From an optimization exercise on the open Yosys and OpenROAD flow, aimed at small area; shortcuts taken in it are not production practice.
The RTL was checked by simulation tests, not by an equivalence proof against the original design.
Power figures rest on the tool's default switching activity, not on a simulated workload.

Design qpu_exu_top, start of the top module:
module qpu_exu_top (
  input  logic                         clk,
  input  logic                         i_rst,
  input  logic                         i_instr_valid,
  output logic                         o_instr_ready,
  input  logic [32-1:0]   i_instr,
  output logic                         o_evt_valid,
  input  logic                         i_evt_ready,
  output logic [8-1:0]   o_evt_gate,
  output logic [8-1:0]    o_evt_mask,
  output logic [20-1:0]   o_evt_time,
  output logic                         o_evt_meas,
  input  logic                         i_meas_valid,
  input  logic [8-1:0]    i_meas_data,
  output logic                         o_wb_valid,
  output logic [4-1:0]  o_wb_rdidx,
  output logic [32-1:0]         o_wb_data
);
Size in the first run: about 660 flip-flops, roughly 120 I/O pins, roughly 0.029 mm^2 of cells after synthesis.
==> flow/config.mk <==
export PLATFORM = sky130hd
export DESIGN_NAME = qpu_exu_top
export DESIGN_NICKNAME = qpu_exu_top
export VERILOG_FILES = /design/flow/design.v
export SDC_FILE = /design/flow/constraint.sdc
export NUM_CORES = 4
export LEC_CHECK = 0
export CAP_MARGIN = 20
export CORE_MARGIN = 2
export CORE_UTILIZATION = 40
export SLEW_MARGIN = 20
==> flow/constraint.sdc <==
create_clock -name core_clock -period 5.5 [get_ports {clk}]
set_input_delay 1.1000 -clock core_clock [delete_from_list [all_inputs] [get_ports {clk}]]
set_output_delay 1.1000 -clock core_clock [all_outputs]
set_load 0.01 [all_outputs]
standard.sh (not shown) runs the stock make flow with config.mk's settings and CLKGATE_MAP_FILE= SYNTH_SCRIPT=/design/flow/synth_recipe.tcl, a recipe that flattens the netlist after the stock synthesis.
==> flow/flow/run.sh <==
#!/bin/bash
# Standard layout with: plain buf_1 port buffers, no timing-driven global
# placement, and a clock tree of clkbuf_16 cells over clusters of 25 without
# dummy loads. The clock still reaches every register through buffers.
set -o pipefail
bash standard.sh \
  "BUFFER_PORTS_ARGS=-buffer_cell sky130_fd_sc_hd__buf_1" \
  GPL_TIMING_DRIVEN=0 \
  SETUP_SLACK_MARGIN=0.15 \
  "CTS_ARGS=-sink_clustering_enable -repair_clock_nets -dont_use_dummy_load -sink_clustering_size 25 -sink_clustering_max_diameter 60 -buf_list sky130_fd_sc_hd__clkbuf_16" \
  finish > flow.log 2>&1
Then changed:
--- a/flow/flow/run.sh
+++ b/flow/flow/run.sh
@@ -3 +3 @@
-# placement, and a clock tree of clkbuf_16 cells over clusters of 25 without
+# placement, and a clock tree of clkbuf_8 cells over small clusters without
@@ -10 +10 @@
-  "CTS_ARGS=-sink_clustering_enable -repair_clock_nets -dont_use_dummy_load -sink_clustering_size 25 -sink_clustering_max_diameter 60 -buf_list sky130_fd_sc_hd__clkbuf_16" \
+  "CTS_ARGS=-sink_clustering_enable -repair_clock_nets -dont_use_dummy_load -sink_clustering_size 16 -sink_clustering_max_diameter 50 -buf_list sky130_fd_sc_hd__clkbuf_8" \
Effect:
- non-clock buffer count came out lower by 11
- hold slack stays flat
- clock-buffer cell count went up by 25
- sequential power barely changes
- final cell count is higher by 0.49%
- worst setup slack degrades by 0.0068 ns
- via count rises by 0.46%
- flip-flop and latch count is unchanged
- cell area falls by 1.3%
Then changed:
==> flow/flow/run.sh (replaced) <==
#!/bin/bash
# Standard layout with: plain buf_1 port buffers, no timing-driven global
# placement, and a clock tree of clkbuf_4 cells over small clusters without
# dummy loads. The clock still reaches every register through buffers.
set -o pipefail
bash standard.sh \
  "BUFFER_PORTS_ARGS=-buffer_cell sky130_fd_sc_hd__buf_1" \
  GPL_TIMING_DRIVEN=0 \
  SETUP_SLACK_MARGIN=0.3 \
  "CTS_ARGS=-sink_clustering_enable -repair_clock_nets -dont_use_dummy_load -sink_clustering_size 8 -sink_clustering_max_diameter 35 -buf_list sky130_fd_sc_hd__clkbuf_4" \
  finish > flow.log 2>&1
Design area hardly moves. Power is about the same. Synthesized cell count does not change. Hold slack gets worse by 0.16 ns. First-iteration DRC count stays flat. Fmax goes up by 4.8%. Die area is unchanged. Register-to-register slack gets worse by 0.04 ns. Sequential power is about the same.

==> afterwards: timing with drivers on the ports <==
How much do the figures lean on ideal ports? The routed layouts below were timed once more, with nothing changed but the port constraints.
Step 1: set_driving_cell puts a clkbuf_16 on clk and a buf_2 on each other input, an assumption about the parent block.
Step 2 also shifts input and output timing later by t, the mid clock arrival at the registers, as if the neighbouring blocks saw the same clock.
Three values: ideal, step 1, step 2; two values: the first two.
run	t (ns)	setup slack, ns	hold slack, ns
the first run	0.677	0.148 / 0.188 / -0.489	0.512 / 0.512 / 0.512
the second run	0.737	0.141 / 0.177 / -0.559	0.513 / 0.513 / 0.513
the third run	1.083	0.385 / 0.414 / -0.670	0.353 / 0.330 / 0.554
With both steps, setup timing fails in every run listed, where it was met with ideal ports. For the third run, which loses most, drivers alone change the setup slack by +0.029 ns; drivers and shift together by -1.055 ns.
